Context: an optimization exercise on an open-source flow, tuned for small area. The choices shown serve that exercise and are no tape-out recipe.
The RTL was checked by simulation tests, not by an equivalence proof against the original design.

==> flow/design.v <==
package lx_bus_pkg;
  localparam int word_width    = 32;
  localparam int address_width = 32;
  localparam int line_words       = 4;   
  localparam int line_offset_bits = 2;   
  localparam int bus_words       = 2;    
  localparam int line_beats      = line_words / bus_words;
  localparam int beat_index_bits = 1;    
  typedef enum logic [3:0] {
    NO_REQ     = 4'd0,
    R_REQ      = 4'd1,    
    WB_REQ     = 4'd2,    
    MEM_RESP   = 4'd3,
    MEM_RESP_S = 4'd4     
  } msg_t;
  typedef logic [address_width-1:0] addr_t;
  typedef logic [bus_words*word_width-1:0]  beat_t;
  typedef logic [line_words*word_width-1:0] line_t;
endpackage
module lx_bus_bridge (
  input  logic                clock,
  input  logic                reset,
  input  lx_bus_pkg::msg_t    bus_msg_in,
  input  lx_bus_pkg::addr_t   bus_address_in,
  input  lx_bus_pkg::beat_t   bus_data_in,
  input  logic                req_ready,
  output lx_bus_pkg::msg_t    bus_msg_out,
  output lx_bus_pkg::addr_t   bus_address_out,
  output lx_bus_pkg::beat_t   bus_data_out,
  input  lx_bus_pkg::msg_t    cache_msg_in,
  input  lx_bus_pkg::line_t   cache_data_in,
  output lx_bus_pkg::msg_t    cache_msg_out,
  output lx_bus_pkg::addr_t   cache_address_out,
  output lx_bus_pkg::line_t   cache_data_out
);
  logic rd_wait;     
  logic wb_wait;     
  logic beat0;       
  logic beat1;       
  logic resp_a;      
  logic resp_s;      
  logic [63:0] hi, lo;
  lx_bus_pkg::addr_t addr_n;   
  logic bus_req, rd_resp, bus_on, busy, accept, rd_hold, hold_next;
  assign bus_req = bus_msg_in[0] | bus_msg_in[1];
  assign rd_resp = cache_msg_in[0] | cache_msg_in[2];
  assign bus_on  = resp_a | resp_s;   
  assign rd_hold   = beat0 & beat1;
  assign hold_next = ((beat1 & bus_on) | rd_hold) & bus_req;
  assign busy    = rd_wait | wb_wait | beat0 | beat1 | bus_on;
  assign accept  = ~busy & req_ready & bus_req;
  always_ff @(posedge clock) begin
    if (reset) begin
      rd_wait <= 1'b0;
      wb_wait <= 1'b0;
      beat0   <= 1'b0;
      beat1   <= 1'b0;
      resp_a  <= 1'b0;
      resp_s  <= 1'b0;
    end else begin
      rd_wait <= (accept & bus_msg_in[0]) | (rd_wait & ~rd_resp);
      beat0   <= (accept & bus_msg_in[1]) | (rd_wait & rd_resp) | hold_next;
      beat1   <= (beat0 & ~beat1) | hold_next;
      wb_wait <= (beat1 & ~beat0 & ~bus_on) | (wb_wait & ~cache_msg_in[0]);
      resp_a  <= ((rd_wait | wb_wait) & cache_msg_in[0])
               | (resp_a & (beat0 | (~beat1 & bus_req)));
      resp_s  <= (rd_wait & cache_msg_in[2]) | (resp_s & beat0);
    end
  end
  always_ff @(posedge clock) begin
    if (~busy) addr_n <= ~bus_address_in;
  end
  logic take;
  assign take = ~rd_wait & ~wb_wait;
  always_ff @(posedge clock) begin
    if (reset) begin
      hi <= '0;
      lo <= '0;
    end else begin
      hi <= ({64{rd_wait}} & cache_data_in[127:64]) | ({64{take}} & bus_data_in) | ({64{wb_wait}} & hi);
      lo <= ({64{rd_wait}} & cache_data_in[63:0])   | ({64{take}} & hi)          | ({64{wb_wait}} & lo);
    end
  end
  logic cache_on;
  assign cache_on = rd_wait | wb_wait;
  assign bus_msg_out       = lx_bus_pkg::msg_t'({1'b0, resp_s, resp_a, resp_a});
  assign bus_address_out   = ~(addr_n | {32{~bus_on}});
  assign bus_data_out      = lo;
  assign cache_msg_out     = lx_bus_pkg::msg_t'({2'b00, wb_wait, rd_wait});
  assign cache_address_out = {~(addr_n[31:2] | {30{~cache_on}}), 2'b00};
  assign cache_data_out    = {hi, lo};
endmodule
export LEC_CHECK = 0
export CAP_MARGIN = 20
export CORE_AREA = 5 5 175 175
export DIE_AREA = 0 0 180 180
export PLACE_DENSITY = 0.85
export SLEW_MARGIN = 20
create_clock -name core_clock -period 5.0 [get_ports {clock}]
standard.sh (not shown) runs the stock make flow with config.mk's settings and CLKGATE_MAP_FILE= SYNTH_SCRIPT=/design/flow/synth_recipe.tcl, a recipe that flattens the netlist after the stock synthesis.
==> flow/flow/run.sh <==
#!/bin/bash
# Standard ORFS layout with three changes:
#  - port buffers made from the smallest buffer cell,
#  - a clock tree of clkbuf_4/8 without dummy loads,
#  - a222.tcl remaps the line register's select gates before floorplanning,
#  - one tie cell drives every constant output.
set -o pipefail
export BUFFER_PORTS_ARGS="-buffer_cell sky130_fd_sc_hd__buf_1"
export CTS_ARGS="-sink_clustering_enable -repair_clock_nets -dont_use_dummy_load -buf_list {sky130_fd_sc_hd__clkbuf_4 sky130_fd_sc_hd__clkbuf_8}"
export SKIP_REPAIR_TIE_FANOUT=1
export PRE_FLOORPLAN_TCL="$(pwd)/flow/a222.tcl"
bash standard.sh > standard.log 2>&1
Other scripts of this flow, unchanged in this note and not shown: flow/flow/a222.tcl
Then changed:
--- a/flow/design.v
+++ b/flow/design.v
@@ -37,16 +37,17 @@
   logic wb_wait;     
   logic beat0;       
   logic beat1;       
   logic resp_a;      
   logic resp_s;      
   logic [63:0] hi, lo;
-  lx_bus_pkg::addr_t addr_n;   
-  logic bus_req, rd_resp, bus_on, busy, accept, rd_hold, hold_next;
+  lx_bus_pkg::addr_t addr;
+  logic bus_req, rd_resp, wb_resp, bus_on, busy, accept, rd_hold, hold_next;
   assign bus_req = bus_msg_in[0] | bus_msg_in[1];
   assign rd_resp = cache_msg_in[0] | cache_msg_in[2];
+  assign wb_resp = cache_msg_in[0];
   assign bus_on  = resp_a | resp_s;   
   assign rd_hold   = beat0 & beat1;
   assign hold_next = ((beat1 & bus_on) | rd_hold) & bus_req;
   assign busy    = rd_wait | wb_wait | beat0 | beat1 | bus_on;
   assign accept  = ~busy & req_ready & bus_req;
   always_ff @(posedge clock) begin
@@ -56,22 +57,22 @@
       beat0   <= 1'b0;
       beat1   <= 1'b0;
       resp_a  <= 1'b0;
       resp_s  <= 1'b0;
     end else begin
       rd_wait <= (accept & bus_msg_in[0]) | (rd_wait & ~rd_resp);
-      beat0   <= (accept & bus_msg_in[1]) | (rd_wait & rd_resp) | hold_next;
+      beat0   <= (accept & ~bus_msg_in[0]) | (rd_wait & rd_resp) | hold_next;
       beat1   <= (beat0 & ~beat1) | hold_next;
-      wb_wait <= (beat1 & ~beat0 & ~bus_on) | (wb_wait & ~cache_msg_in[0]);
-      resp_a  <= ((rd_wait | wb_wait) & cache_msg_in[0])
+      wb_wait <= (beat1 & ~beat0 & ~bus_on) | (wb_wait & ~wb_resp);
+      resp_a  <= (rd_wait & rd_resp & ~cache_msg_in[2]) | (wb_wait & wb_resp)
                | (resp_a & (beat0 | (~beat1 & bus_req)));
-      resp_s  <= (rd_wait & cache_msg_in[2]) | (resp_s & beat0);
+      resp_s  <= (rd_wait & rd_resp & cache_msg_in[2]) | (resp_s & beat0);
     end
   end
   always_ff @(posedge clock) begin
-    if (~busy) addr_n <= ~bus_address_in;
+    if (~busy) addr <= bus_address_in;
   end
   logic take;
   assign take = ~rd_wait & ~wb_wait;
   always_ff @(posedge clock) begin
     if (reset) begin
       hi <= '0;
@@ -81,12 +82,12 @@
       lo <= ({64{rd_wait}} & cache_data_in[63:0])   | ({64{take}} & hi)          | ({64{wb_wait}} & lo);
     end
   end
   logic cache_on;
   assign cache_on = rd_wait | wb_wait;
   assign bus_msg_out       = lx_bus_pkg::msg_t'({1'b0, resp_s, resp_a, resp_a});
-  assign bus_address_out   = ~(addr_n | {32{~bus_on}});
+  assign bus_address_out   = addr & {32{bus_on}};
   assign bus_data_out      = lo;
   assign cache_msg_out     = lx_bus_pkg::msg_t'({2'b00, wb_wait, rd_wait});
-  assign cache_address_out = {~(addr_n[31:2] | {30{~cache_on}}), 2'b00};
+  assign cache_address_out = {addr[31:2] & {30{cache_on}}, 2'b00};
   assign cache_data_out    = {hi, lo};
 endmodule
After rerunning:
- critical path depth decreases by 1
- final area grows by 0.48%
- worst hold slack improves by 0.013 ns
- count of clock-buffer cells in the layout does not change
- clock skew falls by 0.023 ns
- non-clock buffer count is unchanged
- setup slack loses 0.063 ns
- wire length climbs by 3.6%
- first-iteration DRC count falls by about 6%
- fmax decreases by 2.1%
- die area stays the same

-- separate check: timing with driven ports --
In the flow no input, the clock included, has a driving cell. The finished layouts below were timed again as built, in two steps. Step 1 assumes that a clkbuf_16 drives the clock port and a buf_2 every other input. Step 2 moves the port delays by t, midway between the first and last clock arrival at a register: inputs arrive t later, outputs are due t later. That takes back most of the time a late clock gives input paths. Slacks: ideal ports / drivers / drivers and shift; pairs: ideal ports / drivers.
run | t (ns) | slack for setup (ns) | pins driven straight from the clock port
the first run | 0.454 | 2.033 / 1.994 / 2.413 | 1
the second run | 0.461 | 1.969 / 1.931 / 2.392 | 1
After both steps every run listed still meets setup and hold.
